What follows belongs to an exercise in optimizing a design on an open flow for small area and a short achievable clock period; a production flow would make more cautious choices. Only simulation tests tie the RTL to the original design; equivalence was not proved. Power and IR drop assume default switching activity.

### run.sh
#!/bin/bash
# synth_recipe.tcl (not shown) runs the flow's synth.tcl, then flattens the netlist and writes it again
# the make line also repeats each setting of config.mk as NAME=value (left out here)
make -C /OpenROAD-flow-scripts/flow DESIGN_CONFIG=/design/flow/config.mk WORK_HOME=/design/flow/orfs CLKGATE_MAP_FILE= SYNTH_SCRIPT=/design/flow/synth_recipe.tcl finish
### config.mk
export PLATFORM = sky130hd
export DESIGN_NAME = vga_display_top
export DESIGN_NICKNAME = vga_display_top
export VERILOG_FILES = /design/flow/design.v
export SDC_FILE = /design/flow/constraint.sdc
export NUM_CORES = 4
export LEC_CHECK = 0
export CAP_MARGIN = 20
export CORE_MARGIN = 2
export CORE_UTILIZATION = 50
export CTS_BUF_LIST = sky130_fd_sc_hd__clkbuf_16
export CTS_CLUSTER_DIAMETER = 60
export CTS_CLUSTER_SIZE = 16
export PLACE_DENSITY = 0.65
export SETUP_SLACK_MARGIN = 2.1
export SLEW_MARGIN = 20
export TNS_END_PERCENT = 20
### constraint.sdc
create_clock -name core_clock -period 4.4 [get_ports {cr_intf}]
set_input_delay 0.8800 -clock core_clock [delete_from_list [all_inputs] [get_ports {cr_intf}]]
set_output_delay 0.8800 -clock core_clock [all_outputs]
set_load 0.01 [all_outputs]
### design.v
`timescale 1ns/1ps
`default_nettype none
package vga_pkg;
  localparam int PAL_DEPTH = 256;
  localparam int IDX_W     = $clog2(PAL_DEPTH);
  typedef logic [IDX_W-1:0] pix_index_t;
  typedef struct packed
  {
    logic [3:0] r;
    logic [3:0] g;
    logic [3:0] b;
  } rgb_t;
  typedef enum logic [2:0]
  {
    IDLE,
    FP,
    SYNC,
    BP,
    ACTIVE
  } vga_state_t;
  localparam rgb_t RGB_BLACK = '0;
endpackage
`default_nettype wire
`timescale 1ns/1ps
`default_nettype none
module line_fifo #(
  parameter int  DEPTH     = 16
) (
  input  logic                cr_intf,
  input  logic                reset,
  input  logic                push,
  input  vga_pkg::pix_index_t push_data,
  output logic                full,
  input  logic                pop,
  output vga_pkg::pix_index_t pop_data,
  output logic                empty
);
  localparam int AW = $clog2(DEPTH);
  vga_pkg::pix_index_t mem [DEPTH];
  logic [AW-1:0] rd_ptr;
  logic [AW-1:0] wr_ptr;
  logic          full_r;
  logic          empty_r;
  logic do_push;
  logic do_pop;
  logic inc;
  logic dec;
  logic near_full;
  logic near_empty;
  assign do_push    = push && !full_r;
  assign do_pop     = pop && !empty_r;
  assign inc        = do_push && !do_pop;
  assign dec        = do_pop && !do_push;
  assign near_full  = (AW'(wr_ptr + 1'b1) == rd_ptr);
  assign near_empty = (AW'(rd_ptr + 1'b1) == wr_ptr);
  assign empty = empty_r;
  assign full  = full_r;
  assign pop_data = mem[rd_ptr];
  always_ff @(posedge cr_intf)
  begin
    if (do_push)
    begin
      mem[wr_ptr] <= push_data;
    end
  end
  always_ff @(posedge cr_intf)
  begin
    if (reset)
    begin
      rd_ptr  <= '0;
      wr_ptr  <= '0;
      full_r  <= 1'b0;
      empty_r <= 1'b1;
    end
    else
    begin
      if (do_push)
      begin
        wr_ptr <= wr_ptr + 1'b1;
      end
      if (do_pop)
      begin
        rd_ptr <= rd_ptr + 1'b1;
      end
      if (inc)
      begin
        full_r  <= near_full;
        empty_r <= 1'b0;
      end
      else if (dec)
      begin
        full_r  <= 1'b0;
        empty_r <= near_empty;
      end
    end
  end
endmodule
`default_nettype wire
`timescale 1ns/1ps
`default_nettype none
module vga_timing #(
  parameter int H_ACTIVE = 640,
  parameter int H_FP     = 16,
  parameter int H_SYNC   = 96,
  parameter int H_BP     = 48,
  parameter int V_ACTIVE = 480,
  parameter int V_FP     = 10,
  parameter int V_SYNC   = 2,
  parameter int V_BP     = 33
) (
  input logic            cr_intf,
  input logic            reset,
  input  logic           enable,
  output logic           tick,
  output logic           active,
  output logic           hsync,
  output logic           vsync
);
  localparam int H_TOTAL = H_FP + H_SYNC + H_BP + H_ACTIVE;
  localparam int V_TOTAL = V_FP + V_SYNC + V_BP + V_ACTIVE;
  localparam int HW      = $clog2(H_TOTAL);
  localparam int VW      = $clog2(V_TOTAL);
  localparam logic [HW-1:0] H_FP_END   = HW'(H_FP - 1);
  localparam logic [HW-1:0] H_SYNC_BEG = HW'(H_FP);
  localparam logic [HW-1:0] H_SYNC_END = HW'(H_FP + H_SYNC - 1);
  localparam logic [HW-1:0] H_BP_END   = HW'(H_FP + H_SYNC + H_BP - 1);
  localparam logic [HW-1:0] H_LAST     = HW'(H_TOTAL - 1);
  localparam logic [VW-1:0] V_FP_END   = VW'(V_FP - 1);
  localparam logic [VW-1:0] V_SYNC_END = VW'(V_FP + V_SYNC - 1);
  localparam logic [VW-1:0] V_BP_END   = VW'(V_FP + V_SYNC + V_BP - 1);
  localparam logic [VW-1:0] V_LAST     = VW'(V_TOTAL - 1);
  logic                 tick_f;
  logic [HW-1:0]        h_cnt;
  logic [VW-1:0]        v_cnt;
  logic [2:0]           h_state;
  logic [2:0]           v_state;
  logic h_adv;
  logic h_wrap;
  logic v_wrap;
  function automatic logic [2:0] step_state(input logic [2:0] cur,
                                         input logic fp_end,
                                         input logic sync_end,
                                         input logic bp_end,
                                         input logic wrap);
    logic [2:0] nxt;
    nxt = cur;
    case (cur)
      vga_pkg::IDLE:   nxt = vga_pkg::FP;
      vga_pkg::FP:     nxt = fp_end   ? vga_pkg::SYNC   : cur;
      vga_pkg::SYNC:   nxt = sync_end ? vga_pkg::BP     : cur;
      vga_pkg::BP:     nxt = bp_end   ? vga_pkg::ACTIVE : cur;
      vga_pkg::ACTIVE: nxt = wrap     ? vga_pkg::FP     : cur;
      default:         nxt = vga_pkg::IDLE;
    endcase
    step_state = nxt;
  endfunction
  assign h_adv  = tick_f && (h_state != vga_pkg::IDLE);
  assign h_wrap = h_adv && (h_cnt == H_LAST);
  assign v_wrap = h_wrap && (v_cnt == V_LAST);
  logic [2:0] h_state_next;
  logic [2:0] v_state_next;
  logic       active_f;
  always_comb
  begin
    if (!enable)
    begin
      h_state_next = vga_pkg::IDLE;
      v_state_next = vga_pkg::IDLE;
    end
    else
    begin
      h_state_next = step_state(h_state, h_adv && (h_cnt == H_FP_END),
                                h_adv && (h_cnt == H_SYNC_END),
                                h_adv && (h_cnt == H_BP_END), h_wrap);
      v_state_next = step_state(v_state, h_wrap && (v_cnt == V_FP_END),
                                h_wrap && (v_cnt == V_SYNC_END),
                                h_wrap && (v_cnt == V_BP_END), v_wrap);
    end
  end
  always_ff @(posedge cr_intf)
  begin
    if (reset)
    begin
      tick_f   <= 1'b0;
      h_cnt    <= '0;
      v_cnt    <= '0;
      h_state  <= vga_pkg::IDLE;
      v_state  <= vga_pkg::IDLE;
      active_f <= 1'b0;
    end
    else
    begin
      tick_f   <= ~tick_f;
      h_state  <= h_state_next;
      v_state  <= v_state_next;
      active_f <= (h_state_next == vga_pkg::ACTIVE) && (v_state_next == vga_pkg::ACTIVE);
      if (h_state == vga_pkg::IDLE || h_wrap)
        h_cnt <= '0;
      else if (h_adv)
        h_cnt <= h_cnt + 1'b1;
      if (v_state == vga_pkg::IDLE || v_wrap)
        v_cnt <= '0;
      else if (h_wrap)
        v_cnt <= v_cnt + 1'b1;
    end
  end
  assign tick   = tick_f;
  assign active = active_f;
  assign hsync  = (h_state == vga_pkg::SYNC);
  assign vsync  = (v_state == vga_pkg::SYNC);
endmodule
`default_nettype wire
`timescale 1ns/1ps
`default_nettype none
module palette_lookup #(
  parameter int RAM_DELAY = 2
) (
  input  logic                cr_intf,
  input  logic                reset,
  output logic                fifo_pop,
  input  vga_pkg::pix_index_t fifo_pop_data,
  input  logic                fifo_empty,
  input  logic                tim_tick,
  input  logic                tim_active,
  input  logic                pal_we,
  input  vga_pkg::pix_index_t pal_waddr,
  input  vga_pkg::rgb_t       pal_wdata,
  output vga_pkg::rgb_t       color,
  output logic                color_valid
);
  localparam int N = vga_pkg::PAL_DEPTH;
  logic [11:0]         wd_r;
  logic [15:0]         whi_r;
  logic [15:0]         wlo_r;
  logic [15:0]         whi_n_r;
  logic [15:0]         wlo_n_r;
  logic [12*N-1:0]     pal_bits;
  vga_pkg::pix_index_t idx_f;
  logic                idx_vld_f;
  logic [15:0]         rlo_f [4];
  logic [3:0]          rmid_f [4];
  logic [11:0]         qcol_f [4];
  logic [11:0]         qcol_next [4];
  logic [1:0]          valid_sr;
  assign fifo_pop = tim_tick && tim_active && !fifo_empty;
  always_ff @(posedge cr_intf)
  begin
    wd_r <= pal_wdata;
    for (int i = 0; i < 16; i++)
    begin
      whi_r[i]   <= pal_we && (pal_waddr[7:4] == 4'(i));
      wlo_r[i]   <= (pal_waddr[3:0] == 4'(i));
      whi_n_r[i] <= !(pal_we && (pal_waddr[7:4] == 4'(i)));
      wlo_n_r[i] <= (pal_waddr[3:0] != 4'(i));
    end
  end
  for (genvar e = 0; e < N; e++)
  begin : g_ent
    logic [11:0] q;
    logic        wr;
    logic        hold;
    assign wr   = !(whi_n_r[e / 16] || wlo_n_r[e % 16]);
    assign hold = !(whi_r[e / 16] && wlo_r[e % 16]);
    always_ff @(posedge cr_intf)
    begin
      q <= ({12{wr}} & wd_r) | ({12{hold}} & q);
    end
    assign pal_bits[12*e +: 12] = q;
  end
  always_ff @(posedge cr_intf)
  begin
    if (fifo_pop)
    begin
      idx_f <= fifo_pop_data;
    end
    for (int q = 0; q < 4; q++)
    begin
      for (int i = 0; i < 4; i++)
      begin
        rmid_f[q][i] <= (idx_f[7:4] == 4'(4*q+i));
      end
      for (int i = 0; i < 16; i++)
      begin
        rlo_f[q][i] <= (idx_f[7:6] == 2'(q)) && (idx_f[3:0] == 4'(i));
      end
      qcol_f[q] <= qcol_next[q];
    end
  end
  always_comb
  begin
    logic [11:0] grp;
    for (int q = 0; q < 4; q++)
    begin
      qcol_next[q] = '0;
      for (int m = 0; m < 4; m++)
      begin
        grp = '0;
        for (int l = 0; l < 16; l++)
        begin
          grp = grp | ({12{rlo_f[q][l]}} & pal_bits[12*(64*q+16*m+l) +: 12]);
        end
        qcol_next[q] = qcol_next[q] | ({12{rmid_f[q][m]}} & grp);
      end
    end
  end
  assign color = qcol_f[0] | qcol_f[1] | qcol_f[2] | qcol_f[3];
  always_ff @(posedge cr_intf)
  begin
    if (reset)
    begin
      idx_vld_f <= 1'b0;
      valid_sr  <= '0;
    end
    else
    begin
      idx_vld_f   <= fifo_pop;
      valid_sr[0] <= idx_vld_f;
      valid_sr[1] <= valid_sr[0];
    end
  end
  assign color_valid = valid_sr[1];
endmodule
`default_nettype wire
`timescale 1ns/1ps
`default_nettype none
module video_out #(
  parameter int RAM_DELAY = 2
) (
  input  logic          cr_intf,
  input  logic          reset,
  input  logic          tim_tick,
  input  logic          tim_active,
  input  logic          tim_hsync,
  input  logic          tim_vsync,
  input  vga_pkg::rgb_t color,
  input  logic          color_valid,
  output vga_pkg::rgb_t rgb,
  output logic          hsync_n,
  output logic          vsync_n
);
  localparam int SYNC_DLY = RAM_DELAY + 1;
  logic [SYNC_DLY-1:0] hs_dly;
  logic [SYNC_DLY-1:0] vs_dly;
  logic [1:0]          blank_f;
  always_ff @(posedge cr_intf)
  begin
    if (reset)
    begin
      hs_dly  <= '0;
      vs_dly  <= '0;
      blank_f <= 2'b11;
      hsync_n <= 1'b1;
      vsync_n <= 1'b1;
      rgb     <= vga_pkg::RGB_BLACK;
    end
    else
    begin
      hs_dly  <= {hs_dly[SYNC_DLY-2:0], tim_hsync};
      vs_dly  <= {vs_dly[SYNC_DLY-2:0], tim_vsync};
      hsync_n <= ~hs_dly[SYNC_DLY-1];
      vsync_n <= ~vs_dly[SYNC_DLY-1];
      if (tim_tick)
      begin
        blank_f <= {blank_f[0], ~tim_active};
      end
      if (blank_f[1])
        rgb <= vga_pkg::RGB_BLACK;
      else if (color_valid)
        rgb <= color;
    end
  end
endmodule
`default_nettype wire
`timescale 1ns/1ps
`default_nettype none
module vga_display_top #(
  parameter int H_ACTIVE   = 640,
  parameter int H_FP       = 16,
  parameter int H_SYNC     = 96,
  parameter int H_BP       = 48,
  parameter int V_ACTIVE   = 480,
  parameter int V_FP       = 10,
  parameter int V_SYNC     = 2,
  parameter int V_BP       = 33,
  parameter int RAM_DELAY  = 2,
  parameter int FIFO_DEPTH = 16
) (
  input  logic        cr_intf,
  input  logic        reset,
  input  logic        enable,
  input  logic        push,
  input  logic [7:0]  push_data,
  output logic        full,
  input  logic        pal_we,
  input  logic [7:0]  pal_waddr,
  input  logic [11:0] pal_wdata,
  output logic [3:0]  red,
  output logic [3:0]  green,
  output logic [3:0]  blue,
  output logic        hsync_n,
  output logic        vsync_n
);
  logic                fifo_full;
  logic                fifo_pop;
  vga_pkg::pix_index_t fifo_pop_data;
  logic                fifo_empty;
  logic                tim_tick;
  logic                tim_active;
  logic                tim_hsync;
  logic                tim_vsync;
  vga_pkg::rgb_t color;
  logic          color_valid;
  vga_pkg::rgb_t out_rgb;
  assign full = fifo_full;
  line_fifo #(.DEPTH(FIFO_DEPTH)) i_line_fifo (
    .cr_intf(cr_intf), .reset(reset), .push(push), .push_data(push_data), .full(fifo_full),
    .pop(fifo_pop), .pop_data(fifo_pop_data), .empty(fifo_empty));
  vga_timing #(.H_ACTIVE(H_ACTIVE), .H_FP(H_FP), .H_SYNC(H_SYNC), .H_BP(H_BP),
               .V_ACTIVE(V_ACTIVE), .V_FP(V_FP), .V_SYNC(V_SYNC), .V_BP(V_BP)) i_vga_timing (
    .cr_intf(cr_intf), .reset(reset), .enable(enable), .tick(tim_tick), .active(tim_active),
    .hsync(tim_hsync), .vsync(tim_vsync));
  palette_lookup #(.RAM_DELAY(RAM_DELAY)) i_palette_lookup (
    .cr_intf(cr_intf), .reset(reset), .fifo_pop(fifo_pop), .fifo_pop_data(fifo_pop_data),
    .fifo_empty(fifo_empty), .tim_tick(tim_tick), .tim_active(tim_active),
    .pal_we(pal_we), .pal_waddr(pal_waddr), .pal_wdata(pal_wdata),
    .color(color), .color_valid(color_valid));
  video_out #(.RAM_DELAY(RAM_DELAY)) i_video_out (
    .cr_intf(cr_intf), .reset(reset), .tim_tick(tim_tick), .tim_active(tim_active),
    .tim_hsync(tim_hsync), .tim_vsync(tim_vsync), .color(color),
    .color_valid(color_valid), .rgb(out_rgb), .hsync_n(hsync_n), .vsync_n(vsync_n));
  assign red   = out_rgb.r;
  assign green = out_rgb.g;
  assign blue  = out_rgb.b;
endmodule
`default_nettype wire
==> impl_results.md, run 1 <==
- Outcome: timing/DRC/antenna clean
- Port buffer count: 47
- Net Count, Synth: around 11k
- Final Hold Fails: 0
- Leakage: about 49 nW
- Slew Limit Fails: 0
- Largest family of logic cells by synthesized area: compound AO/OA/AOI/OAI gates
- Max Buffers Root-to-Sink: 3
- Worst Path Required: between 5 and 6 ns
- Antenna-violating nets left: 0
- Post-Syn Area per Cell: 11.3 um2
- Synth top area cells: dfxtp_1 (54%), a22o_1 (25%), clkbuf_1 (3.9%)
- Startpoint Class: flip-flop
- Drt total wl: ~480,000 um
- F_max: 393 MHz
- Mux share of post-synthesis cell area: less than 1%
- H-tree Lvls: 4
- Unrepaired setup endpoints after global routing: yes
- Synth Cell Area: between 100,000 and 150,000 um2
- Root Buffer: clkbuf_16
- Max incr delay on CP: 1.12 ns
- Final Core Density: ~54%
- Endpoint class of the critical path: flip-flop
- GRT Overall Usage: between 30% and 40%
- Fraction of layout cells with a size suffix above 1: between 8 and 9%
- Final critical-path share of the clock period: between 50% and 60%
- Register area share after synthesis: a little under three fifths
- Clock latency (worst-skew pair): approximately 0.93 ns
- Critical path's slowest cell: dfxtp_2
- Clk_skew: 0.0694 ns
- Layout Nets: just over 10k
- Post-DR vias/cell: 7.51
- Worst Tran Pin Value: approximately 1.3 ns
- Commonest cells in the netlist: a22o_1 (3,600), dfxtp_1 (3,339), clkbuf_1 (1,272), a221oi_1 (528), a22oi_1 (528)
- Top cell type by total area after synthesis: dfxtp_1
- Wirelength per Cell: about 36 um
- PwrDens: 430 nW/um2
- Final setup fails: 0
- Area of the core: between 200,000 and 250,000 um2
- Dpl hpwl: about 300,000 um
- Vias in the first global route: 93.9k
- Worst EP arrival: about 3.3 ns
- Met1 usage: just under 50%
- Yosys top cell area share: between 50% and 60%
- Top FF cell, synth: dfxtp_1
- First-pass GRT wire length: between 600,000 and 700,000 um
- Post-synth cell types: 58
- 1st-iter DRT viols: between 15k and 20k
- Post-synthesis adder-cell area fraction: less than 1%
- Synthesis Warnings: 8
- VDD IR max: between 0.4 and 0.5 mV
- Area share of and/or/nand/nor cells after synthesis: 4.33%
- Area growth, synth to finish: 7.35%
- Chip Height: about 500 um
- Cell Chain, Critical Path: nand2_1, a22o_1
- GR Layer Usage met2: between 50% and 60%
- Grt ovf: 0
- CTS tree: built
- Setup Crit Path Kind: flip-flop to flip-flop
- EDFF count, synth: 136
- Post-synthesis compound-gate area fraction: 33.0%
- Crit-path max FO: 13
- Hold Path Class: flip-flop to flip-flop
- Initial Util: 50.3%
- Clock sink count: between 3k and 4k
- Cell count after synthesis: about 11k
- Reg clk slew, reported paths: 0.07 ns
- DRC viols: 0
- Met3 Track Usage GR: 11.0%
- Async S/R FF share, synth: 0%
- Via Count: about 100k
- Top Usage Layer GRT: met2
- Die area: roughly 250,000 um2
- I/O pin count: 48
- Slew headroom: around 12%
- Setup TNS Final: 0 ns
- Antenna violations before repair: 21
- Max-cap violations: 0
- Drt first pass iters: 7
- CTS Buf Count: roughly 240
- XOR/XNOR Fraction of Synth Area: 0.219%
- Pin count of the biggest net entering global routing: 130
- Fin crit period: ~2.5 ns
- Smallest hold slack: a little under 0.4 ns
- GP Congestion: 0.937
- Cell with the most instances after synthesis: a22o_1
- Core Rows: between 150 and 200
- DIE WIDTH: about 500 um
- Synth Register Bits: around 3.5k
## critical path, delay by kind of cell, from the launching register on
family	cells	cell delay [ns]
flops	1	1.12
simple gates	1	0.78
compound gates	1	0.44
## path summary, 6_finish.rpt
path	cells past startpoint	to	slack, ns	startpoint
worst max-delay path	2	i_palette_lookup.g_ent[204].q[11]$_DFF_P_	1.86	i_palette_lookup.wlo_r[12]$_DFF_P_
worst min-delay path	1	i_video_out.vsync_n$_SDFF_PP1_	0.38	i_video_out.vs_dly[2]$_SDFF_PP0_
worst max register to register	2	i_palette_lookup.g_ent[204].q[11]$_DFF_P_	1.86	i_palette_lookup.wlo_r[12]$_DFF_P_
worst min register to register	1	i_video_out.vsync_n$_SDFF_PP1_	0.38	i_video_out.vs_dly[2]$_SDFF_PP0_
## placed cells by master, fill, tap and decap left out, types with 14 or more instances in the layout
cell / n
a221oi_2: 54
a22o_1: 3600
a22oi_1: 503
dfxtp_1: 3216
o21ai_1: 20
nor2_2: 56
dfxtp_4: 60
nor2_1: 348
nand3_1: 219
buf_12: 34
nor2b_1: 19
nor4_1: 14
inv_1: 68
a211oi_1: 14
a221oi_1: 474
dfxtp_2: 63
nand4_1: 158
nor3_1: 16
mux4_2: 40
diode_2: 18
a22oi_2: 25
edfxtp_1: 136
clkbuf_16: 242
clkdlybuf4s50_1: 32
buf_6: 26
buf_4: 199
xnor2_1: 18
o21ai_0: 78
nand2_1: 311
## flip-flops by register name, summed over array words and instances (netlist names), 8 cells and up
signal,count
i_palette_lookup.whi_r,16
i_vga_timing.h_cnt,10
i_palette_lookup.g_ent.q,3072
i_palette_lookup.wlo_n_r,16
i_palette_lookup.wd_r,12
i_palette_lookup.wlo_r,16
i_palette_lookup.whi_n_r,16
i_vga_timing.v_cnt,10
i_video_out.rgb,12
i_palette_lookup.idx_f,8
i_palette_lookup.rlo_f,64
i_palette_lookup.rmid_f,16
i_palette_lookup.qcol_f,48
i_line_fifo.mem,128
## power by group
part	internal, mW	switching, mW
clock	9.80	11.0
combinational	1.16	1.05
sequential	33.0	1.10
## layer usage
layer	vias up	routed length, um	part of all wire [%]
met5	-	417	0.088
met4	32	26700	5.6
met3	1351	63200	13
met2	7409	200000	42
met1	50800	185000	39
li1	41100	-	-
## stage by stage
step | std cells | cell area [um2] | power (mW) | setup slack, ns
after floorplan | 10900 | 124000 | 36.0 | 2.01
after CTS | 13400 | 132000 | 57.0 | 1.90
after global routing | 13400 | 133000 | 58.5 | 1.99
after detailed placement | 13100 | 126000 | 36.9 | 1.26
after global placement | 13100 | 125000 | 36.8 | 1.40
final | 13400 | 133000 | 57.2 | 1.86
## cells by family (layout without fill, tap and decap cells)
group / after synthesis / in the layout
other: 0 / 18
AND/OR/NAND/NOR: 1182 / 1182
AO/OA/AOI/OAI: 4792 / 4792
multiplexers: 42 / 42
buffers and inverters: 1393 / 628
adder cells (fa/ha/maj): 10 / 10
flip-flops: 3475 / 3475
XOR/XNOR: 31 / 31
## final cells by class
class                   count  area (um2)
fillers                 20800      113000
flip-flops and latches   3475       71200
multi-input cells        6057       48200
clock buffers             242        6060
well taps                3220        4030
repair buffers            292        2790
clock inverters            51         353
inverters                  43         161
diodes                     18        45.0
## what timing repair did
action | CTS | global route
setup endpoints to repair | 585 | 427
pin swaps | 2 | 11
buffers inserted | 1 | 1
resized for setup | 156 | 89
hold buffers | 0 | 0
==> run 2, diff against run 1 <==
--- a/config.mk
+++ b/config.mk
@@ -14,4 +14,4 @@
 export PLACE_DENSITY = 0.65
 export SETUP_SLACK_MARGIN = 2.1
 export SLEW_MARGIN = 20
-export TNS_END_PERCENT = 20
+export TNS_END_PERCENT = 100
==> run 2 against run 1 <==
  * Final cell count up 0.24%
  * First-iteration DRC count down 4.5%
  * Critical path type unchanged
  * Largest power group unchanged
  * Flip-flop and latch count unchanged
==> impl_results.md, run 2 <==
- Final setup margin: 1.96 ns (+0.107 ns)
- Via Count: 101k (+0.67%)
- Setup Crit Path Kind: flip-flop to flip-flop
- Root Buffer: clkbuf_16
- Worst EP arrival: 3.20 ns (-0.10 ns)
- Pin count of the biggest net entering global routing: 117 (-10%)
- Worst Path Required: 5.16 ns (about the same)
- Reg clk slew, reported paths: 0.08 ns (about the same)
- First-pass GRT wire length: 684,000 um (+0.47%)
- PwrDens: 432 nW/um2 (+0.29%)
- Post-synth cell types: 58 (unchanged)
- F_max: 410 MHz (+4.4%)
- Synth top area cells: dfxtp_1 (54%), a22o_1 (25%), clkbuf_1 (3.9%)
- EDFF count, synth: 136 (unchanged)
- Clk_skew: 0.0521 ns (-0.0173 ns)
- Clock latency (worst-skew pair): 0.92 ns (about the same)
- Final critical-path share of the clock period: 55.4% (-2.4 points)
- Antenna-violating nets left: 0 (unchanged)
- Wirelength per Cell: 35.5 um (+0.11%)
- Slew headroom: 17.5% (+5.2 points)
- Place WS: 1.15 ns (-0.117 ns)
- GP Congestion: 0.968 (+3.4%)
- Slew Limit Fails: 0 (unchanged)
- Grt ovf: 0 (unchanged)
- Outcome: timing/DRC/antenna clean
- Synthesis Warnings: 8 (unchanged)
- Clock sink count: 3,475 (unchanged)
- Register area share after synthesis: 57.3% (unchanged)
- Post-Syn Area per Cell: 11.3 um2 (unchanged)
- Drt total wl: 477,000 um (+0.35%)
- Top cell type by total area after synthesis: dfxtp_1
- Placed cells: 13.1k (+0.038%)
- Setup TNS Final: 0 ns (unchanged)
- I/O pin count: 48 (unchanged)
- Synth Cell Area: 124,000 um2 (unchanged)
- Fraction of layout cells with a size suffix above 1: 8.85% (+0.59 points)
- Non-filler instance count after layout: 13.4k (+0.24%)
- Initial Util: 50.3% (unchanged)
- Dpl hpwl: 292,000 um (about the same)
- Area growth, synth to finish: 7.84%
- Hold Path Class: flip-flop to flip-flop
- CTS tree: built
- Area of the core: 246,000 um2 (unchanged)
- Chip Height: 501 um (unchanged)
- Die area: 251,000 um2 (unchanged)
- Endpoint class of the critical path: flip-flop
- H-tree Lvls: 4 (unchanged)
- Yosys top cell area share: 54.0% (unchanged)
- Largest regs: i_palette_lookup.g_ent.q: 3072 flops, i_line_fifo.mem: 128 flops, i_palette_lookup.rlo_f: 64 flops
- Number of hold buffers added after CTS: 0 (unchanged)
- Pwr Total: 57.6 mW (+0.74%)
- Max-cap violations: 0 (unchanged)
- Cell count after synthesis: 10.9k (unchanged)
- Async S/R FF share, synth: 0% (unchanged)
- Commonest non-fill, non-tap cell in the layout: a22o_1
- Port buffer count: 47 (unchanged)
- Fin crit period: 2.44 ns (-0.107 ns)
- DIE WIDTH: 501 um (unchanged)
- Commonest cells in the netlist: a22o_1 (3,600), dfxtp_1 (3,339), clkbuf_1 (1,272), a221oi_1 (528), a22oi_1 (528)
- Leakage: 49.5 nW (+0.57%)
- Worst Tran Pin Value: 1.23 ns (-0.0831 ns)
- Post-DR vias/cell: 7.54 (+0.43%)
- Top FF cell, synth: dfxtp_1
- GRT Overall Usage: 36.4% (+0.12 points)
- Final setup fails: 0 (unchanged)
- CTS Buf Count: 241 (+1.3%)
- Cell with the most instances after synthesis: a22o_1
- Startpoint Class: flip-flop
- Core Rows: 182 (unchanged)
- VDD IR max: 0.427 mV (-11%)
- Max Buffers Root-to-Sink: 3 (unchanged)
- Net Count, Synth: 11.0k (unchanged)
- Synth Register Bits: 3,475 (unchanged)
- Unrepaired setup endpoints after global routing: yes
- Most frequent cells in the layout: a22o_1 (3,600), dfxtp_1 (3,217), a22oi_1 (499)
- Max FFs per register: 3,072 (unchanged)
- Antenna violations before repair: 19 (-9.5%)
- Final Hold Fails: 0 (unchanged)
- 1st-iter DRT viols: 15.2k (-4.5%)
- Layout Nets: 10.2k (+0.20%)
- DRC viols: 0 (unchanged)
- Crit-path max FO: 25 (+12)
- Largest Register: i_palette_lookup.g_ent.q
- Drt first pass iters: 9 (+2)
- Vias in the first global route: 95.5k (+1.7%)
run 2: worst paths after layout:
kind	endpoint	slack [ns]	depth (start not counted)	from
min	i_video_out.vsync_n$_SDFF_PP1_	0.38	1	i_video_out.vs_dly[2]$_SDFF_PP0_
max	i_palette_lookup.qcol_f[3][4]$_DFF_P_	1.96	6	i_palette_lookup.rlo_f[3][5]$_DFF_P_
min reg2reg	i_video_out.vsync_n$_SDFF_PP1_	0.38	1	i_video_out.vs_dly[2]$_SDFF_PP0_
max reg2reg	i_palette_lookup.qcol_f[3][4]$_DFF_P_	1.96	6	i_palette_lookup.rlo_f[3][5]$_DFF_P_
run 2: final cells by class:
cell class / instances / area, um2
repair buffers: 309 / 2930
clock buffers: 248 / 6210
diodes: 20 / 50.0
well taps: 3220 / 4030
clock inverters: 58 / 452
flip-flops and latches: 3475 / 71300
fillers: 20800 / 112000
multi-input cells: 6057 / 48300
inverters: 43 / 161
run 2: logic make-up (layout without fill, tap and decap cells):
group	after synthesis	in the layout	share of synthesized area (%)
AO/OA/AOI/OAI	4792	4792	33.0
flip-flops	3475	3475	57.3
buffers and inverters	1393	658	4.26
AND/OR/NAND/NOR	1182	1182	4.33
multiplexers	42	42	0.745
XOR/XNOR	31	31	0.219
adder cells (fa/ha/maj)	10	10	0.101
other	0	20	0
run 2: layer usage:
metal	vias to the layer above	GRT usage, %	part of all wire, %
li1	41100	-	-
met1	51100	49.1	39
met2	7578	52.3	42
met3	1464	10.7	13
met4	28	19.3	6.0
met5	-	0.309	0.061
run 2: repair_timing:
item	in CTS	in global routing
endpoints found under the setup margin	739	247
gates resized for setup	202	85
pin swaps	9	11
setup buffers	3	4
cloned	0	0
run 2: where the power goes:
part,switching (mW),internal [mW]
sequential,1.08,33.0
clock,11.1,10.2
combinational,1.06,1.16
total,13.2,44.4
run 2: critical path, stage by stage, from the launching register on:
cell and delay (ns):
dfxtp_2 0.43, buf_4 0.31, a22o_1 0.27, a221oi_1 0.39
nand4_1 0.30, a22oi_2 0.36, nand3_1 0.20
run 2: through the flow:
step,hold WS (ns),util [%],area (um2)
floorplan,0.356,-,124000
global placement,0.369,51.0,126000
detailed placement,0.363,51.1,126000
CTS,0.371,54.0,133000
global route,0.378,54.2,133000
finish,0.382,54.3,133000
==> run 3, diff against run 2 <==
==> flow/run.sh (new file) <==
#!/bin/bash
# The standard layout (the standard.sh, unchanged synthesis), with two repair settings
# changed: resizing may pick any drive strength (not only the same footprint), and the port
# buffers are plain buf_4 cells instead of delay cells. make's output goes to make.log.
set -euo pipefail
bash standard.sh MATCH_CELL_FOOTPRINT=0 "BUFFER_PORTS_ARGS=-buffer_cell sky130_fd_sc_hd__buf_4" finish > make.log 2>&1
==> standard.sh (new file) <==
#!/bin/bash
# synth_recipe.tcl (not shown) runs the flow's synth.tcl, then flattens the netlist and writes it again
# the make line also repeats each setting of config.mk as NAME=value (left out here)
make -C /OpenROAD-flow-scripts/flow DESIGN_CONFIG=/design/flow/config.mk WORK_HOME=/design/flow/orfs CLKGATE_MAP_FILE= SYNTH_SCRIPT=/design/flow/synth_recipe.tcl "${@:-finish}"
--- a/config.mk
+++ b/config.mk
@@ -12,6 +12,6 @@
 export CTS_CLUSTER_DIAMETER = 60
 export CTS_CLUSTER_SIZE = 16
 export PLACE_DENSITY = 0.65
-export SETUP_SLACK_MARGIN = 2.1
+export SETUP_SLACK_MARGIN = 2.2
 export SLEW_MARGIN = 20
 export TNS_END_PERCENT = 100
removed: run.sh
==> run 3 against run 2 <==
  * Fmax up 1.5%
  * Worst setup slack better by 0.036 ns
  * Worst hold slack worse by 0.31 ns
  * Final cell count about the same
  * Synthesized area unchanged
  * Core utilization up 0.20 points
  * Clock power down 2%
  * Clock skew up 0.0010 ns
  * Via count up 0.15%
  * Combinational power about the same
  * Die area unchanged
  * Critical path type unchanged
  * Largest power group unchanged
  * Highest routed layer unchanged
==> impl_results.md, run 3 <==
- Worst EP arrival: 3.13 ns (-0.07 ns)
- Commonest cells in the netlist: a22o_1 (3,600), dfxtp_1 (3,339), clkbuf_1 (1,272), a221oi_1 (528), a22oi_1 (528)
- Cell with the most instances after synthesis: a22o_1
- Clock latency (worst-skew pair): 0.90 ns (-0.02 ns)
- Largest regs: i_palette_lookup.g_ent.q: 3072 flops, i_line_fifo.mem: 128 flops, i_palette_lookup.rlo_f: 64 flops
- Via Count: 101k (+0.15%)
- Reg clk slew, reported paths: 0.07 ns (about the same)
- CTS Buf Count: 239 (-0.83%)
- Smallest hold slack: 0.0747 ns (-0.308 ns)
- Root Buffer: clkbuf_16
- Startpoint Class: flip-flop
- Worst Path Required: 5.13 ns (-0.03 ns)
- Top FF cell, synth: dfxtp_1
- Initial Util: 50.3% (unchanged)
- Pin count of the biggest net entering global routing: 121 (+3.4%)
- Final Hold Fails: 0 (unchanged)
- Synth Cell Area: 124,000 um2 (unchanged)
- Most frequent cells in the layout: a22o_1 (3,600), dfxtp_1 (3,214), a22oi_1 (500)
- I/O pin count: 48 (unchanged)
- Fraction of layout cells with a size suffix above 1: 9.89% (+1.0 points)
- Die area: 251,000 um2 (unchanged)
- Clk_skew: 0.0531 ns (+0.00101 ns)
- Core Rows: 182 (unchanged)
- Register share of total power: 59.6% (+0.4 points)
- Fin crit period: 2.40 ns (-0.0363 ns)
- CTS tree: built
- H-tree Lvls: 4 (unchanged)
- Comb power frac: 3.9% (about the same)
- EDFF count, synth: 136 (unchanged)
- Max incr delay on CP: 0.49 ns (+0.06 ns)
- GRT Overall Usage: 36.4% (about the same)
- Post-DR vias/cell: 7.55 (+0.13%)
- DIE WIDTH: 501 um (unchanged)
- Number of hold buffers added after CTS: 0 (unchanged)
- Cell Chain, Critical Path: buf_4, a22o_1, a221oi_4, nand4_1, a22oi_2, nand3_1
- Cell count after synthesis: 10.9k (unchanged)
- Drt total wl: 481,000 um (+0.85%)
- Drt first pass iters: 7 (-2)
- GR Layer Usage met2: 51.9% (-0.35 points)
- Wirelength per Cell: 35.8 um (+0.84%)
- Fillers: 20.7k (-0.40%)
- Max Buffers Root-to-Sink: 3 (unchanged)
- Async S/R FF share, synth: 0% (unchanged)
- Final critical-path share of the clock period: 54.6% (-0.83 points)
- Critical path's slowest cell: a22oi_2
- Outcome: timing/DRC/antenna clean
- Slew Limit Fails: 0 (unchanged)
- Met1 usage: 48.9% (-0.24 points)
- Synthesis Warnings: 8 (unchanged)
- Dpl hpwl: 290,000 um (-0.72%)
- Grt ovf: 0 (unchanged)
- Worst Tran Pin Value: 1.26 ns (+0.0309 ns)
- Clock sink count: 3,475 (unchanged)
- CP delay by family, top: compound AO/OA/AOI/OAI gates
- F_max: 416 MHz (+1.5%)
- Antenna violations before repair: 23 (+4)
- Synth Register Bits: 3,475 (unchanged)
- Pwr Total: 57.2 mW (-0.73%)
- Top cell type by total area after synthesis: dfxtp_1
- Commonest non-fill, non-tap cell in the layout: a22o_1
- Unrepaired setup endpoints after global routing: yes
- Slew headroom: 15.7% (-1.8 points)
- Max FFs per register: 3,072 (unchanged)
- WP buf/inv: 1 (unchanged)
- Hold Path Class: input port to flip-flop
- Largest Register: i_palette_lookup.g_ent.q
- Switch share: 22.9% (-0.046 points)
- Endpoint class of the critical path: flip-flop
- First-pass GRT wire length: 682,000 um (-0.19%)
- Vias in the first global route: 94.5k (-1.1%)
- Post-synth cell types: 58 (unchanged)
- Leakage: 49.6 nW (+0.25%)
- DRC viols: 0 (unchanged)
- Port buffer count: 47 (unchanged)
- Area growth, synth to finish: 8.23%
- Synth top area cells: dfxtp_1 (54%), a22o_1 (25%), clkbuf_1 (3.9%)
- Antenna-violating nets left: 0 (unchanged)
- VDD IR max: 0.436 mV (+2.1%)
- Sw power: 13.1 mW (-0.93%)
- Top Usage Layer GRT: met2
- Clock Power Share: 36.5% (-0.4 points)
- Yosys top cell area share: 54.0% (unchanged)
- PwrDens: 427 nW/um2 (-1.1%)
- Layout Nets: 10.2k (-0.0098%)
- Met3 Track Usage GR: 12.5% (+1.8 points)
- Chip Height: 501 um (unchanged)
- Register area share after synthesis: 57.3% (unchanged)
- Final setup fails: 0 (unchanged)
- 1st-iter DRT viols: 15.2k (+0.013%)
- Area of the core: 246,000 um2 (unchanged)
- Post-Syn Area per Cell: 11.3 um2 (unchanged)
- Max-cap violations: 0 (unchanged)
- Internal power: 44.1 mW (-0.67%)
- Crit-path max FO: 12 (-52%)
- Setup TNS Final: 0 ns (unchanged)
- GP Congestion: 0.947 (-2.2%)
- Net Count, Synth: 11.0k (unchanged)
- Setup Crit Path Kind: flip-flop to flip-flop
==> run 3: cell counts after synthesis <==
No cell type changed its count.
==> run 3: timing repair <==
action                     in CTS  in global routing
cloned                          0                  1
pin swaps                      12                 28
gates resized for setup       240                110
setup endpoints to repair     818                366
buffers inserted                4                 22
==> run 3: path summary, 6_finish.rpt <==
path,start,endpoint,slack (ns),cells past startpoint
worst max-delay path,i_palette_lookup.rlo_f[1][10]$_DFF_P_,i_palette_lookup.qcol_f[1][8]$_DFF_P_,2.00,6
worst min-delay path,pal_wdata[4],i_palette_lookup.wd_r[4]$_DFF_P_,0.07,1
worst max register to register,i_palette_lookup.rlo_f[1][10]$_DFF_P_,i_palette_lookup.qcol_f[1][8]$_DFF_P_,2.00,6
worst min register to register,i_video_out.hs_dly[2]$_SDFF_PP0_,i_video_out.hsync_n$_SDFF_PP1_,0.39,1
==> run 3: kinds of logic after synthesis <==
kind of cell | synth area share, %
AO/OA/AOI/OAI | 33.0
XOR/XNOR | 0.219
adder cells (fa/ha/maj) | 0.101
buffers and inverters | 4.26
flip-flops | 57.3
multiplexers | 0.745
AND/OR/NAND/NOR | 4.33
==> run 3: per-stage QoR <==
| stage | area, um2 | cells | worst slack [ns] | util, % |
|---|---|---|---|---|
| 6_report | 134000 | 13400 | 2.00 | 54.5 |
| 3_3_place_gp | 125000 | 13100 | 1.47 | 51.0 |
| 2_1_floorplan | 124000 | 10900 | 2.19 | - |
| 4_1_cts | 133000 | 13400 | 1.95 | 54.0 |
| 5_1_grt | 134000 | 13400 | 2.06 | 54.4 |
| 3_5_place_dp | 125000 | 13100 | 1.44 | 51.0 |
==> run 3: worst reg2reg max path, cell delays in order, from the launching register on <==
cell,delay [ns]
dfxtp_4,0.45
buf_4,0.26
a22o_1,0.25
a221oi_4,0.24
nand4_1,0.31
a22oi_2,0.49
nand3_1,0.23
==> run 3: power groups by stage <==
stage	sequential, mW	combinational, mW	clock (mW)
5_1_grt	34.2	2.35	22.0
6_report	34.1	2.23	20.9
3_5_place_dp	34.8	2.16	0
3_3_place_gp	34.7	2.08	0
2_1_floorplan	34.3	1.71	0
4_1_cts	34.0	2.17	20.8
==> run 3: layer usage <==
layer  vias up  wire length (um)  part of all wire [%]
met3      1444             66500                    14
met2      7897            202000                    42
met1     50900            186000                    39
li1      41200                 -                     -
met4         9             27200                   5.6
met5         -               167                 0.035
==> run 3: layout make-up <==
class	instances	area [um2]	share of cell area [%]
diodes	40	100	0.0747
clock buffers	244	6110	4.56
clock inverters	43	305	0.228
inverters	43	161	0.121
multi-input cells	6057	48700	36.4
flip-flops and latches	3475	71300	53.3
well taps	3220	4030	3.01
repair buffers	310	3160	2.36
==> run 4, diff against run 3 <==
--- a/config.mk
+++ b/config.mk
@@ -9,9 +9,9 @@
 export CORE_MARGIN = 2
 export CORE_UTILIZATION = 50
 export CTS_BUF_LIST = sky130_fd_sc_hd__clkbuf_16
-export CTS_CLUSTER_DIAMETER = 60
-export CTS_CLUSTER_SIZE = 16
+export CTS_CLUSTER_DIAMETER = 80
+export CTS_CLUSTER_SIZE = 20
 export PLACE_DENSITY = 0.65
 export SETUP_SLACK_MARGIN = 2.2
 export SLEW_MARGIN = 20
-export TNS_END_PERCENT = 100
+export TNS_END_PERCENT = 20
==> run 4 against run 3 <==
  * Register-to-register slack got worse by 0.06 ns
  * Sequential power about the same
  * Design area shrank 1.5%
  * Synthesized area unchanged
  * Combinational power is essentially flat
  * Core utilization is 0.81 points lower
  * Wire length down 1.3%
  * Worst setup slack got worse by 0.063 ns
  * Via count decreased by 1.0%
  * Largest cell class unchanged
  * First-iteration DRC count shrank 2.9%
  * Critical endpoint is now i_palette_lookup.g_ent[170].q[2]$_DFF_P_
==> impl_results.md, run 4 <==
- Outcome: timing/DRC/antenna clean
- Max Buffers Root-to-Sink: 3 (unchanged)
- CTS Buf Count: 193 (-19%)
- Vias in the first global route: 94.6k (+0.11%)
- GR Layer Usage met2: 52.1% (+0.23 points)
- Max-cap violations: 0 (unchanged)
- Multi-input gate area: 48,500 um2 (-0.61%)
- Slew Limit Fails: 0 (unchanged)
- Post-synth cell types: 58 (unchanged)
- Pwr Total: 54.9 mW (-4.1%)
- PwrDens: 416 nW/um2 (-2.6%)
- Slew headroom: 15.4% (-0.30 points)
- Final Hold Fails: 0 (unchanged)
- Net Count, Synth: 11.0k (unchanged)
- Max FFs per register: 3,072 (unchanged)
- Register area: 71,300 um2 (about the same)
- GRT Overall Usage: 36.2% (-0.23 points)
- Initial Util: 50.3% (unchanged)
- Dpl hpwl: 292,000 um (+0.58%)
- I/O pin count: 48 (unchanged)
- Area growth, synth to finish: 6.61%
- Cell with the most instances after synthesis: a22o_1
- Final setup fails: 0 (unchanged)
- Post-DR vias/cell: 7.51 (-0.49%)
- F_max: 406 MHz (-2.6%)
- Worst Path Required: 5.16 ns (+0.03 ns)
- Commonest non-fill, non-tap cell in the layout: a22o_1
- DRC viols: 0 (unchanged)
- Setup TNS Final: 0 ns (unchanged)
- Top Usage Layer GRT: met2
- Top FF cell, synth: dfxtp_1
- Fraction of layout cells with a size suffix above 1: 8.78% (-1.1 points)
- H-tree Lvls: 4 (unchanged)
- Antenna violations before repair: 26 (+13%)
- Final setup margin: 1.94 ns (-0.0630 ns)
- Startpoint Class: flip-flop
- First-pass GRT wire length: 680,000 um (-0.40%)
- Root Buffer: clkbuf_16
- Area of the core: 246,000 um2 (unchanged)
- 1st-iter DRT viols: 14.8k (-2.9%)
- Pin count of the biggest net entering global routing: 134 (+11%)
- Met1 usage: 48.4% (-0.47 points)
- CTS tree: built
- Top cell type by total area after synthesis: dfxtp_1
- Core Rows: 182 (unchanged)
- Crit-path max FO: 12 (unchanged)
- Fillers: 20.8k (+0.42%)
- GP Congestion: 0.950 (+0.36%)
- Commonest cells in the netlist: a22o_1 (3,600), dfxtp_1 (3,339), clkbuf_1 (1,272), a221oi_1 (528), a22oi_1 (528)
- Wirelength per Cell: 35.6 um (-0.71%)
- Cell count after synthesis: 10.9k (unchanged)
- Largest regs: i_palette_lookup.g_ent.q: 3072 flops, i_line_fifo.mem: 128 flops, i_palette_lookup.rlo_f: 64 flops
- Async S/R FF share, synth: 0% (unchanged)
- Largest Register: i_palette_lookup.g_ent.q
- Die area: 251,000 um2 (unchanged)
- Unrepaired setup endpoints after global routing: yes
- Leakage: 48.8 nW (-1.8%)
- Post-Syn Area per Cell: 11.3 um2 (unchanged)
- Hold Path Class: input port to flip-flop
- Layout Nets: 10.1k (-0.56%)
- Reg clk slew, reported paths: 0.08 ns (about the same)
- Worst EP arrival: 3.23 ns (+0.10 ns)
- Fin crit period: 2.46 ns (+0.0630 ns)
- Antenna-violating nets left: 0 (unchanged)
- Clock sink count: 3,475 (unchanged)
- Worst Tran Pin Value: 1.26 ns (-0.000188 ns)
- Via Count: 100k (-1.0%)
- DIE WIDTH: 501 um (unchanged)
- Setup Crit Path Kind: flip-flop to flip-flop
- Grt ovf: 0 (unchanged)
- Synthesis Warnings: 8 (unchanged)
- Synth Register Bits: 3,475 (unchanged)
- Synth Cell Area: 124,000 um2 (unchanged)
- EDFF count, synth: 136 (unchanged)
- Clock latency (worst-skew pair): 0.88 ns (-0.02 ns)
- Yosys top cell area share: 54.0% (unchanged)
- Endpoint class of the critical path: flip-flop
- Most frequent cells in the layout: a22o_1 (3,600), dfxtp_1 (3,217), a22oi_1 (497)
- Number of hold buffers added after CTS: 0 (unchanged)
- Drt first pass iters: 6 (-1)
- VDD IR max: 0.412 mV (-5.4%)
- Place WS: 1.29 ns (-0.149 ns)
- Final critical-path share of the clock period: 56.0% (+1.4 points)
- Chip Height: 501 um (unchanged)
- Register area share after synthesis: 57.3% (unchanged)
- Drt total wl: 475,000 um (-1.3%)
- Synth top area cells: dfxtp_1 (54%), a22o_1 (25%), clkbuf_1 (3.9%)
- Clk_skew: 0.0473 ns (-0.00578 ns)
- Met3 Track Usage GR: 11.2% (-1.2 points)
- Port buffer count: 47 (unchanged)
## run 4: cell counts after synthesis
Identical to the previous run, type by type.
## run 4: routing by layer
metal / wire [um] / up-vias / share of wire [%]
met5: 99 / - / 0.021
met2: 198000 / 7358 / 42
li1: - / 40900 / -
met3: 63200 / 1496 / 13
met4: 28800 / 16 / 6.1
met1: 185000 / 50600 / 39
## run 4: cells by family (layout without fill, tap and decap cells)
kind of cell / Yosys count / in the layout / share of synthesized area [%]
and+or+nand+nor: 1182 / 1182 / 4.33
xor gates and xnor gates: 31 / 31 / 0.219
adders and majority gates: 10 / 10 / 0.101
AOI/OAI and AO/OA: 4792 / 4792 / 33.0
buffers and inverters: 1393 / 567 / 4.26
DFF: 3475 / 3475 / 57.3
muxes: 42 / 42 / 0.745
other: 0 / 39 / 0
## run 4: critical path: stages, from the launching register on
cell and delay (ns):
dfxtp_2 1.00, buf_4 0.35, nand2_1 0.53, a22o_1 0.45
## run 4: final timing paths
path | start | endpoint | slack, ns | depth (start not counted)
setup reg to reg | i_palette_lookup.wlo_r[10]$_DFF_P_ | i_palette_lookup.g_ent[170].q[2]$_DFF_P_ | 1.94 | 3
setup / recovery | i_palette_lookup.wlo_r[10]$_DFF_P_ | i_palette_lookup.g_ent[170].q[2]$_DFF_P_ | 1.94 | 3
hold reg to reg | i_video_out.hs_dly[2]$_SDFF_PP0_ | i_video_out.hsync_n$_SDFF_PP1_ | 0.39 | 1
hold / removal | pal_wdata[0] | i_palette_lookup.wd_r[0]$_DFF_P_ | 0.11 | 1
## run 4: power breakdown
part	switching, mW	leakage, nW	internal, mW
sequential	1.06	28.4	33.0
combinational	1.08	17.8	1.15
clock	10.4	2.59	8.12
## run 4: through the flow
step / hold slack (ns) / cell area, um2 / util (%) / std cells
4_1_cts: 0.0683 / 131000 / 53.5 / 13300
3_3_place_gp: 0.369 / 125000 / 50.9 / 13100
6_report: 0.110 / 132000 / 53.6 / 13400
5_1_grt: 0.0884 / 132000 / 53.6 / 13300
2_1_floorplan: 0.356 / 124000 / - / 10900
3_5_place_dp: 0.364 / 126000 / 51.0 / 13100
## run 4: area by class of cell
cell class | count | share of cell area [%]
Timing Repair Buffer | 299 | 2.09
Inverter | 43 | 0.122
Clock buffer | 199 | 3.77
Clock inverter | 26 | 0.138
Multi-Input combinational cell | 6057 | 36.7
Tap cell | 3220 | 3.05
Sequential cell | 3475 | 54.0
Antenna cell | 39 | 0.0740
## run 4: repair_timing
item / 4_1_cts / 5_1_grt
endpoints found under the setup margin: 1458 / 1026
resized for setup: 197 / 51
setup buffers: 2 / 2
pin swaps: 18 / 4

## port drivers added, routing unchanged
The results above use ideal ports. As a check the final layouts listed here were re-extracted and re-timed, cells and wires unchanged. Step 1 sets driving cells, clkbuf_16 on the clock port and buf_2 on the other inputs (assumed; they add their load-dependent delay and slew). Step 2 also shifts input and output timing later by t, the mid clock arrival at the registers, as if the neighbouring blocks saw the same clock. Slacks: no drivers / after step 1 / after step 2; pairs: no drivers / after step 1.
run	t (ns)	slack for setup (ns)	worst setup path at the end
run 1	1.000	1.855 / 1.855 / 1.260	input to register
run 2	0.996	1.963 / 1.963 / 1.449	input to register
run 3	0.978	1.999 / 1.999 / 1.751	input to register
run 4	0.966	1.936 / 1.936 / 1.742	input to register
After both steps every run listed still meets setup and hold. For run 1, which loses most, drivers alone change the setup slack by 0.000 ns; drivers and shift together by -0.595 ns.
